From an optimization exercise on the open Yosys and OpenROAD flow, aimed at small area, a short achievable clock period and few clock cycles per item; shortcuts taken in it are not production practice.
The RTL was checked by simulation tests, not by an equivalence proof against the original design.
Power is estimated from default activity; no workload was simulated.

==> flow/design.v <==
package tag_store_pkg;
  localparam int unsigned NUM_WAYS        = 4;
  localparam int unsigned NUM_LINES       = 64;
  localparam int unsigned INDEX_W         = 6;
  localparam int unsigned TAG_W           = 12;
  localparam int unsigned TAG_RAM_LATENCY = 1;
  localparam int unsigned WAY_IDX_W       = $clog2(NUM_WAYS);
  localparam int unsigned ENTRY_W         = TAG_W + 2;
  typedef logic [NUM_WAYS-1:0] way_ind_t;
  typedef logic [INDEX_W-1:0]  index_t;
  typedef logic [TAG_W-1:0]    tag_t;
  typedef struct packed {
    logic valid;
    logic dirty;
    tag_t tag;
  } tag_entry_t;
  typedef enum logic {
    LOOKUP = 1'b0,
    FLUSH  = 1'b1
  } tag_mode_e;
  typedef struct packed {
    tag_mode_e mode;
    way_ind_t  way;
    index_t    index;
    tag_t      tag;
    logic      dirty;
  } store_req_t;
  typedef struct packed {
    way_ind_t way;
    logic     hit;
    logic     evict;
    tag_t     evict_tag;
  } store_res_t;
  function automatic way_ind_t lowest_way(way_ind_t mask);
    lowest_way = mask & (~mask + 1'b1);
  endfunction
endpackage
`timescale 1ns/100ps
module tag_way_bank (
  input  logic                    clk_i,
  input  logic                    arst_n_i,
  input  tag_store_pkg::way_ind_t ram_req_i,
  input  tag_store_pkg::way_ind_t ram_we_i,
  input  tag_store_pkg::index_t   ram_index_i,
  input  tag_store_pkg::tag_entry_t ram_wdata_i,
  output logic [tag_store_pkg::NUM_WAYS*tag_store_pkg::ENTRY_W-1:0] ram_rdata_o,
  output tag_store_pkg::way_ind_t ram_rvalid_o,
  input  tag_store_pkg::tag_t     cmp_tag_i,
  input  tag_store_pkg::way_ind_t cmp_way_i,
  output tag_store_pkg::way_ind_t hit_o
);
  tag_store_pkg::way_ind_t rd_strobe;
  tag_store_pkg::way_ind_t wr_strobe;
  tag_store_pkg::index_t   rd_index_q;
  tag_store_pkg::tag_t     cmp_tag_q;
  tag_store_pkg::way_ind_t cmp_way_q;
  assign rd_strobe = ram_req_i & ~ram_we_i;
  assign wr_strobe = ram_req_i & ram_we_i;
  always_ff @(posedge clk_i) begin
    if (|rd_strobe) begin
      rd_index_q <= ram_index_i;
      cmp_tag_q  <= cmp_tag_i;
      cmp_way_q  <= cmp_way_i;
    end
  end
  for (genvar w = 0; w < tag_store_pkg::NUM_WAYS; w++) begin : gen_way
    logic [tag_store_pkg::NUM_LINES-1:0]     valid_q;
    logic [tag_store_pkg::TAG_W:0]           line_q [tag_store_pkg::NUM_LINES];
    logic [tag_store_pkg::TAG_RAM_LATENCY:0] rd_pipe_q;
    tag_store_pkg::tag_entry_t               rdata_q;
    always_ff @(posedge clk_i or negedge arst_n_i) begin
      if (!arst_n_i) begin
        valid_q <= '0;
      end else if (wr_strobe[w]) begin
        valid_q[ram_index_i] <= ram_wdata_i.valid;
      end
    end
    always_ff @(posedge clk_i) begin
      if (wr_strobe[w]) begin
        line_q[ram_index_i] <= {ram_wdata_i.dirty, ram_wdata_i.tag};
      end
      if (rd_pipe_q[tag_store_pkg::TAG_RAM_LATENCY-1]) begin
        rdata_q <= {valid_q[rd_index_q], line_q[rd_index_q]};
      end
    end
    always_ff @(posedge clk_i or negedge arst_n_i) begin
      if (!arst_n_i) begin
        rd_pipe_q <= '0;
      end else begin
        rd_pipe_q <= {rd_pipe_q[tag_store_pkg::TAG_RAM_LATENCY-1:0], rd_strobe[w]};
      end
    end
    assign ram_rdata_o[w*tag_store_pkg::ENTRY_W +: tag_store_pkg::ENTRY_W] = rdata_q;
    assign ram_rvalid_o[w] = rd_pipe_q[tag_store_pkg::TAG_RAM_LATENCY];
    assign hit_o[w] = cmp_way_q[w] & rdata_q.valid & (rdata_q.tag == cmp_tag_q);
  end
endmodule
`timescale 1ns/100ps
module victim_select (
  input  logic                    clk_i,
  input  logic                    arst_n_i,
  input  logic                    choose_i,
  input  tag_store_pkg::way_ind_t enable_i,
  input  tag_store_pkg::way_ind_t lock_i,
  input  tag_store_pkg::way_ind_t valid_bits_i,
  output tag_store_pkg::way_ind_t victim_o
);
  tag_store_pkg::way_ind_t             cand;
  tag_store_pkg::way_ind_t             free;
  tag_store_pkg::way_ind_t             free_pick;
  tag_store_pkg::way_ind_t             rr_pick;
  logic [tag_store_pkg::WAY_IDX_W-1:0] ptr_q;
  logic [tag_store_pkg::WAY_IDX_W-1:0] rr_idx;
  assign cand      = enable_i & ~lock_i;
  assign free      = cand & ~valid_bits_i;
  assign free_pick = tag_store_pkg::lowest_way(free);
  always_comb begin : proc_rr
    int unsigned idx;
    rr_pick = '0;
    rr_idx  = ptr_q;
    for (int i = tag_store_pkg::NUM_WAYS - 1; i >= 0; i--) begin
      idx = (int'(ptr_q) + i) % tag_store_pkg::NUM_WAYS;
      if (cand[idx]) begin
        rr_pick      = '0;
        rr_pick[idx] = 1'b1;
        rr_idx       = tag_store_pkg::WAY_IDX_W'(idx);
      end
    end
  end
  assign victim_o = (|free) ? free_pick : rr_pick;
  always_ff @(posedge clk_i or negedge arst_n_i) begin
    if (!arst_n_i) begin
      ptr_q <= '0;
    end else if (choose_i && !(|free) && (|cand)) begin
      ptr_q <= (rr_idx == tag_store_pkg::WAY_IDX_W'(tag_store_pkg::NUM_WAYS - 1)) ? '0 : rr_idx + 1'b1;
    end
  end
endmodule
`timescale 1ns/100ps
module tag_store_ctrl (
  input  logic                      clk_i,
  input  logic                      arst_n_i,
  input  logic                      req_valid_i,
  output logic                      req_ready_o,
  input  tag_store_pkg::store_req_t req_i,
  output tag_store_pkg::way_ind_t   ram_req_o,
  output tag_store_pkg::way_ind_t   ram_we_o,
  output tag_store_pkg::index_t     ram_index_o,
  output tag_store_pkg::tag_entry_t ram_wdata_o,
  input  logic [tag_store_pkg::NUM_WAYS*tag_store_pkg::ENTRY_W-1:0] ram_rdata_i,
  input  tag_store_pkg::way_ind_t   ram_rvalid_i,
  input  tag_store_pkg::way_ind_t   hit_i,
  output logic                      choose_o,
  output tag_store_pkg::way_ind_t   enable_o,
  output tag_store_pkg::way_ind_t   valid_bits_o,
  input  tag_store_pkg::way_ind_t   victim_i,
  output tag_store_pkg::store_res_t res_o,
  output logic                      res_valid_o,
  input  logic                      res_ready_i
);
  logic       busy_q;
  logic       hold_q;
  tag_store_pkg::store_req_t req_q;
  logic       accept;
  logic       res_fire;
  logic       is_hit;
  tag_store_pkg::way_ind_t   sel_way;
  tag_store_pkg::tag_entry_t sel_entry;
  function automatic tag_store_pkg::tag_entry_t pick_entry(tag_store_pkg::way_ind_t sel, logic [tag_store_pkg::NUM_WAYS*tag_store_pkg::ENTRY_W-1:0] rd);
    tag_store_pkg::tag_entry_t e;
    e = '0;
    for (int w = 0; w < tag_store_pkg::NUM_WAYS; w++) begin
      if (sel[w]) begin
        e = e | rd[w*tag_store_pkg::ENTRY_W +: tag_store_pkg::ENTRY_W];
      end
    end
    pick_entry = e;
  endfunction
  assign req_ready_o = ~busy_q;
  assign accept      = req_valid_i & ~busy_q;
  assign res_valid_o = busy_q & ((|ram_rvalid_i) | hold_q);
  assign res_fire    = res_valid_o & res_ready_i;
  always_ff @(posedge clk_i or negedge arst_n_i) begin
    if (!arst_n_i) begin
      busy_q <= 1'b0;
      hold_q <= 1'b0;
    end else begin
      if (accept) begin
        busy_q <= 1'b1;
      end else if (res_fire) begin
        busy_q <= 1'b0;
      end
      hold_q <= res_valid_o & ~res_ready_i;
    end
  end
  always_ff @(posedge clk_i) begin
    if (accept) begin
      req_q <= req_i;
    end
  end
  assign enable_o = req_q.way;
  for (genvar w = 0; w < tag_store_pkg::NUM_WAYS; w++) begin : gen_valid_bits
    assign valid_bits_o[w] = ram_rdata_i[w*tag_store_pkg::ENTRY_W + tag_store_pkg::TAG_W + 1];
  end
  assign is_hit = (req_q.mode == tag_store_pkg::LOOKUP) & (|hit_i);
  always_comb begin : proc_sel
    if (req_q.mode == tag_store_pkg::FLUSH) begin
      sel_way = tag_store_pkg::lowest_way(req_q.way);
    end else if (is_hit) begin
      sel_way = tag_store_pkg::lowest_way(hit_i);
    end else begin
      sel_way = victim_i;
    end
  end
  assign sel_entry = pick_entry(sel_way, ram_rdata_i);
  assign res_o.way       = sel_way;
  assign res_o.hit       = is_hit;
  assign res_o.evict     = ~is_hit & sel_entry.valid & sel_entry.dirty;
  assign res_o.evict_tag = (~is_hit & sel_entry.valid) ? sel_entry.tag : '0;
  assign choose_o = res_fire & (req_q.mode == tag_store_pkg::LOOKUP) & ~is_hit;
  always_comb begin : proc_ram
    ram_req_o   = '0;
    ram_we_o    = '0;
    ram_index_o = req_q.index;
    ram_wdata_o = '0;
    if (accept) begin
      ram_req_o   = (req_i.way == '0) ? {tag_store_pkg::NUM_WAYS{1'b1}} : req_i.way;
      ram_index_o = req_i.index;
    end else if (res_fire) begin
      if (req_q.mode == tag_store_pkg::FLUSH) begin
        ram_req_o = sel_way;
        ram_we_o  = sel_way;
      end else if (!is_hit) begin
        ram_req_o   = sel_way;
        ram_we_o    = sel_way;
        ram_wdata_o = {1'b1, req_q.dirty, req_q.tag};
      end else if (req_q.dirty && !sel_entry.dirty) begin
        ram_req_o   = sel_way;
        ram_we_o    = sel_way;
        ram_wdata_o = {1'b1, 1'b1, req_q.tag};
      end
    end
  end
endmodule
`timescale 1ns/100ps
module resp_spill (
  input  logic                      clk_i,
  input  logic                      arst_n_i,
  input  logic                      valid_i,
  output logic                      ready_o,
  input  tag_store_pkg::store_res_t data_i,
  output logic                      valid_o,
  input  logic                      ready_i,
  output tag_store_pkg::store_res_t data_o
);
  logic       a_full_q;
  logic       b_full_q;
  tag_store_pkg::store_res_t a_q;
  tag_store_pkg::store_res_t b_q;
  logic       in_fire;
  logic       out_fire;
  logic       a_load;
  logic       b_load;
  logic       a_from_b;
  assign ready_o  = ~b_full_q;
  assign valid_o  = a_full_q;
  assign data_o   = a_q;
  assign in_fire  = valid_i & ready_o;
  assign out_fire = a_full_q & ready_i;
  assign a_load   = in_fire & (~a_full_q | out_fire);
  assign b_load   = in_fire & a_full_q & ~out_fire;
  assign a_from_b = b_full_q & out_fire;
  always_ff @(posedge clk_i or negedge arst_n_i) begin
    if (!arst_n_i) begin
      a_full_q <= 1'b0;
      b_full_q <= 1'b0;
    end else begin
      a_full_q <= a_load | a_from_b | (a_full_q & ~out_fire);
      b_full_q <= b_load | (b_full_q & ~out_fire);
    end
  end
  always_ff @(posedge clk_i) begin
    if (a_from_b) begin
      a_q <= b_q;
    end else if (a_load) begin
      a_q <= data_i;
    end
    if (b_load) begin
      b_q <= data_i;
    end
  end
endmodule
`timescale 1ns/100ps
module tag_store_top (
  input  logic                     clk_i,
  input  logic                     arst_n_i,
  input  tag_store_pkg::way_ind_t  total_lock_i,
  input  logic                     req_valid_i,
  output logic                     req_ready_o,
  input  tag_store_pkg::tag_mode_e req_mode_i,
  input  tag_store_pkg::way_ind_t  req_way_i,
  input  tag_store_pkg::index_t    req_index_i,
  input  tag_store_pkg::tag_t      req_tag_i,
  input  logic                     req_dirty_i,
  output logic                     res_valid_o,
  input  logic                     res_ready_i,
  output tag_store_pkg::way_ind_t  res_way_o,
  output logic                     res_hit_o,
  output logic                     res_evict_o,
  output tag_store_pkg::tag_t      res_evict_tag_o
);
  tag_store_pkg::store_req_t req;
  tag_store_pkg::store_res_t ctrl_res;
  tag_store_pkg::store_res_t spill_res;
  logic       ctrl_res_valid;
  logic       ctrl_res_ready;
  logic       choose;
  tag_store_pkg::way_ind_t   enable;
  tag_store_pkg::way_ind_t   valid_bits;
  tag_store_pkg::way_ind_t   victim;
  tag_store_pkg::way_ind_t   hit;
  tag_store_pkg::way_ind_t   lock_q;
  tag_store_pkg::way_ind_t                  ram_req;
  tag_store_pkg::way_ind_t                  ram_we;
  tag_store_pkg::index_t                    ram_index;
  tag_store_pkg::tag_entry_t                ram_wdata;
  logic [tag_store_pkg::NUM_WAYS*tag_store_pkg::ENTRY_W-1:0] ram_rdata;
  tag_store_pkg::way_ind_t                  ram_rvalid;
  assign req = {req_mode_i, req_way_i, req_index_i, req_tag_i, req_dirty_i};
  always_ff @(posedge clk_i) begin
    if (req_valid_i && req_ready_o) begin
      lock_q <= total_lock_i;
    end
  end
  tag_store_ctrl ctrl_i (
    .clk_i        (clk_i),
    .arst_n_i     (arst_n_i),
    .req_valid_i  (req_valid_i),
    .req_ready_o  (req_ready_o),
    .req_i        (req),
    .ram_req_o    (ram_req),
    .ram_we_o     (ram_we),
    .ram_index_o  (ram_index),
    .ram_wdata_o  (ram_wdata),
    .ram_rdata_i  (ram_rdata),
    .ram_rvalid_i (ram_rvalid),
    .hit_i        (hit),
    .choose_o     (choose),
    .enable_o     (enable),
    .valid_bits_o (valid_bits),
    .victim_i     (victim),
    .res_o        (ctrl_res),
    .res_valid_o  (ctrl_res_valid),
    .res_ready_i  (ctrl_res_ready)
  );
  tag_way_bank bank_i (
    .clk_i     (clk_i),
    .arst_n_i  (arst_n_i),
    .ram_req_i    (ram_req),
    .ram_we_i     (ram_we),
    .ram_index_i  (ram_index),
    .ram_wdata_i  (ram_wdata),
    .ram_rdata_o  (ram_rdata),
    .ram_rvalid_o (ram_rvalid),
    .cmp_tag_i (req.tag),
    .cmp_way_i (req.way),
    .hit_o     (hit)
  );
  victim_select victim_i (
    .clk_i        (clk_i),
    .arst_n_i     (arst_n_i),
    .choose_i     (choose),
    .enable_i     (enable),
    .lock_i       (lock_q),
    .valid_bits_i (valid_bits),
    .victim_o     (victim)
  );
  resp_spill spill_i (
    .clk_i    (clk_i),
    .arst_n_i (arst_n_i),
    .valid_i  (ctrl_res_valid),
    .ready_o  (ctrl_res_ready),
    .data_i   (ctrl_res),
    .valid_o  (res_valid_o),
    .ready_i  (res_ready_i),
    .data_o   (spill_res)
  );
  assign res_way_o       = spill_res.way;
  assign res_hit_o       = spill_res.hit;
  assign res_evict_o     = spill_res.evict;
  assign res_evict_tag_o = spill_res.evict_tag;
endmodule
==> flow/run.sh <==
#!/bin/bash
# synth_recipe.tcl (not shown) runs the flow's synth.tcl, then flattens the netlist and writes it again
# the make line also repeats each setting of config.mk as NAME=value (left out here)
make -C /OpenROAD-flow-scripts/flow DESIGN_CONFIG=/design/flow/config.mk WORK_HOME=/design/flow/orfs CLKGATE_MAP_FILE= SYNTH_SCRIPT=/design/flow/synth_recipe.tcl finish
==> flow/config.mk <==
export PLATFORM = sky130hd
export DESIGN_NAME = tag_store_top
export DESIGN_NICKNAME = tag_store_top
export VERILOG_FILES = /design/flow/design.v
export SDC_FILE = /design/flow/constraint.sdc
export NUM_CORES = 4
export LEC_CHECK = 0
export CAP_MARGIN = 20
export CORE_MARGIN = 2
export CORE_UTILIZATION = 40
export SLEW_MARGIN = 20
==> flow/constraint.sdc <==
create_clock -name core_clock -period 8.0 [get_ports {clk_i}]
set_input_delay 1.6000 -clock core_clock [delete_from_list [all_inputs] [get_ports {clk_i}]]
set_output_delay 1.6000 -clock core_clock [all_outputs]
set_load 0.01 [all_outputs]
==> qor.txt <==
=================================================================================================
Result of the run                                                                    finished clean
Unrepaired setup endpoints after global routing                                                no
Global-route congestion overflow total                                                          0
Finished Cell Area                                                                   0.1669 sq mm
Critical-path cell with the highest stage delay                                            a22o_1
Cell area reported after detailed placement                                          0.1550 sq mm
Most Frequent Cell on Critical Path                                                         buf_4
Fraction of layout instances using a drive strength above 1                                28.68%
Total setup buffers inserted after CTS                                                          0
Tightest hold margin                                                                    0.4995 ns
Share of the synthesized area in the top cell type                                         71.08%
Startpoint Class                                                                         register
Placeable core area                                                                  0.3653 sq mm
Max-cap violation count                                                                         0
Fraction of synthesis flops using an asynchronous set or reset pin                         7.219%
Reg2Reg Launch Point                                                                 victim_i.ptr_q[0]
Net count of the finished layout                                                             7184
Clock tree buffer depth                                                                         4
CP Capture Point                                                                     bank_i.gen_way[0].line_q[52][10]
Ys flop type                                                                             edfxtp_1
Die Area                                                                             0.3713 sq mm
Syn-to-layout area delta                                                                   13.88%
Mean post-synth cell area                                                             21.77 sq um
Hold/Removal Path Class                                                              register to register
Synth Register Bits                                                                          3740
Cell Chain, Critical Path                                                            clkinv_1 > ha_1 > mux4_2 > a311oi_1 > o221a_2 > nor3b_1 > a22o_1 > nand2_2 > buf_4 > nor2_1 > buf_4
Gates resized, CTS repair                                                                       0
Register-to-register setup slack                                                          1.45 ns
Filler-free cell count of the finished design                                               12292
Die extent in x                                                                      609.4 microns
CP Class                                                                             register to register
Endpoint arrival time on the critical path                                                7.16 ns
Final worst-path cycle share                                                               81.90%
Starting Density                                                                           40.13%
Number of global-route vias before repair                                                   72365
Sequential element share of the synthesized area                                           75.69%
Antenna violations before repair                                                               20
Row Count                                                                                     222
Die height                                                                           609.4 microns
Remaining max-slew budget at the tightest pin                                              16.19%
Launch point of the critical path                                                    victim_i.ptr_q[0]
Initial detailed-routing violation count                                                     9748
CP max stage delay                                                                        0.88 ns
Clock-pin slew on the worst setup and hold paths                                          0.06 ns
Pins Over Slew Limit                                                                            0
Clock tree sinks                                                                             3740
Shortest clock period the worst path allows after layout                                 6.552 ns
Number of I/O port buffers                                                                     51
Static leakage                                                                           53.44 nW
Post-synthesis cell area                                                             0.1466 sq mm
Highest ir drop seen on vdd                                                              219.8 uV
Power density over cell area                                                         282.3 mW/mm^2
Largest area contributor in the netlist                                                  edfxtp_1
Final weighted congestion of routability-driven global placement                           0.8780
Via count                                                                                   72052
Dominant cells by area after synthesis                                               edfxtp_1, mux4_2, dfrtp_1
Worst setup slack after layout                                                           1.448 ns
Critical path fanouts, max                                                                     63
Number of synthesized flops with an enable pin                                               3470
Number of distinct library cell variants in the gate-level netlist after synthesis             73
Detail-routed net length per standard cell                                           31.38 microns
Later-pin clock latency in the skew report                                                0.96 ns
Vias/cell                                                                                   5.862
Io pins                                                                                        52
Global-route usage over all layers                                                         20.55%
DR DRC count                                                                                    0
Post-Synthesis Net Count                                                                     6776
Maximum number of pins on one net before global-route repair                                  189
Depth of the most critical reg-to-reg path                                                     11
FF-to-FF End                                                                         bank_i.gen_way[0].line_q[52][10]
Pre-CTS worst setup slack                                                                1.598 ns
Worst clock skew                                                                       0.05762 ns
Required time at the endpoint of the critical path                                        8.60 ns
Type of destination of the critical path                                                 register
Gate count of the mapped netlist                                                             6733
TritonCTS clock tree                                                                          yes
Placed cell count                                                                           11580
Clock buffers created by TritonCTS                                                            374
Total negative setup slack                                                                   0 ns
Root Buffer                                                                             clkbuf_16
Pin slew with the least headroom to its limit                                            1.257 ns
Number of nets with antenna violations after detailed routing                                   0
Hold Fails Final Rpt                                                                            0
Final Routed Wirelength                                                              385800 microns
Placed wire-length estimate                                                          234200 microns
Warnings from Yosys                                                                             5
First-pass iteration count of the detailed router                                               8
Hold bufs inserted after CTS                                                                    0
Final count of negative-setup-slack endpoints                                                   0
Maximum level of the CTS H-tree                                                                 5
Global-route wire length before repair                                               549000 microns
Fmax                                                                                    152.6 MHz
=================================================================================================
[synth_stat cells (all sizes together), types with 2 or more instances]
master   instances
clkbuf         250
clkinv           4
a21boi           2
xnor2           55
o41ai            2
and3            18
nand2b          47
nand4           13
buf            141
a21oi           27
nor4b            2
nand3           54
mux4          1162
nand2          174
a21o             3
a22oi            2
o21a             4
o211ai           2
o21ai          448
nor3            15
a2111oi          2
or2              3
a32oi            2
nor2           316
a22o             2
a31oi            3
a311oi           3
and2             6
dfrtp          270
or4              5
nor4bb           2
o31ai           72
inv             16
edfxtp        3470
nor3b            6
nor4            12
mux2            41
ha              11
nor2b            9
a222oi          12
mux2i           27
[worst min-delay path by stage]
stage	from	endpoint	slack (ns)	cells after the start
finish	bank_i.gen_way[2].valid_q[24]	bank_i.gen_way[2].valid_q[24]	0.50	1
global placement	bank_i.gen_way[2].valid_q[24]	bank_i.gen_way[2].valid_q[24]	0.48	1
detailed placement	bank_i.gen_way[2].valid_q[26]	bank_i.gen_way[2].valid_q[26]	0.49	2
CTS	bank_i.gen_way[2].valid_q[26]	bank_i.gen_way[2].valid_q[26]	0.50	2
global route	bank_i.gen_way[2].valid_q[24]	bank_i.gen_way[2].valid_q[24]	0.52	1
floorplan	bank_i.gen_way[2].valid_q[26]	bank_i.gen_way[2].valid_q[26]	0.45	2
[worst max-delay path, delay by kind of cell (launching register included)]
family,cells,cell delay [ns]
compound gates,3,1.84
flops,1,0.68
fa+ha+maj,1,0.50
simple gates,3,1.42
buf+inv,3,1.25
mux,1,0.43
[layout make-up]
class / instances / area [sq um]
clock inverter: 221 / 2029
fill: 29976 / 198300
clock buffer: 465 / 9837
multi-input combinational: 2582 / 34160
inverter: 20 / 75.07
sequential: 3740 / 111000
tap: 4816 / 6026
timing repair buffer: 423 / 3784
antenna: 25 / 62.56
[power by group]
group          total [W]  switching, W  internal, W
clock network     0.0171       0.00747      0.00967
logic            0.00731       0.00473      0.00258
registers         0.0227      0.000269       0.0224
[cells by family after synthesis]
family / count (synthesis) / share of synthesized area (%)
DFF: 3740 / 75.69
AOI/OAI and AO/OA: 600 / 2.341
buffers and inverters: 411 / 1.125
muxes: 1230 / 18.35
and+or+nand+nor: 685 / 2.060
xor gates and xnor gates: 56 / 0.3346
adders and majority gates: 11 / 0.09389
[metal layers]
metal	routed length, microns	vias to the layer above	part of all wire, %	global-route usage (%)
met2	181000	3204	47	31.58
li1	-	29145	-	-
met5	360	-	0.093	0.6328
met3	31280	626	8.1	3.976
met4	15220	8	3.9	7.896
met1	157900	39069	41	29.12
[registers in the layout, indices dropped and copies added, names as in the netlist, 2 cells and up]
signal                    flops
bank_i.gen_way.line_q      3328
bank_i.gen_way.valid_q      256
bank_i.gen_way.rdata_q       56
ctrl_i.req_q                 24
spill_i.a_q                  18
spill_i.b_q                  18
bank_i.cmp_tag_q             12
bank_i.gen_way.rd_pipe_q      8
bank_i.rd_index_q             6
bank_i.cmp_way_q              4
lock_q                        4
victim_i.ptr_q                2
[layout by cell type, fill, tap and decap left out, types with 9 or more instances in the layout]
cell                n
buf_12             38
clkdlybuf4s50_1    50
nor3_1             13
xnor2_1            55
nor4_1             11
mux2_2             40
clkbuf_1           83
mux4_2           1162
and3_4             12
a222oi_1           12
diode_2            25
inv_1              15
ha_1               11
dfrtp_1           270
clkinv_1           93
nor2_1            309
bufinv_16          28
buf_4             334
nand2_1           172
nand2b_1           47
o21ai_1            12
o31ai_1            71
mux2i_1            25
clkbuf_16         379
clkinv_2           70
nand4_1            13
o21ai_0           436
a21oi_1            25
clkinvlp_4          9
edfxtp_1         3470
nand3_1            53
[stage by stage]
step / total power (W) / util, %
final: 0.04713 / 45.70
after global routing: 0.04850 / 45.70
after CTS: 0.04740 / 45.68
after detailed placement: 0.03039 / 42.43
after global placement: 0.03024 / 42.42
after floorplan: 0.02750 / -
Testbench counts, summed over its fixed seeds: cycles 48,008, items 16,000.

[re-timing with driven ports]
The results above use ideal ports. As a check the final layout listed here was re-extracted and re-timed, cells and wires unchanged.
Step 1, drivers: a clkbuf_16 drives clk_i and a buf_2 each remaining input, both assumed.
Step 2, shift: input delay + t, output delay - t, t = (earliest + latest rising clock arrival at the registers) / 2. This alone moves slack from input paths to output paths.
Three values: ideal, step 1, step 2; two values: the first two.
t, ns: 1.039
setup slack, ns: 1.448 / 1.448 / 1.448
hold WS [ns]: 0.499 / 0.499 / 0.499
worst data-port slew with drivers (ns): 0.08
After both steps this run still meets setup and hold. For this run, drivers alone change the setup slack by 0.000 ns; drivers and shift together by 0.000 ns.
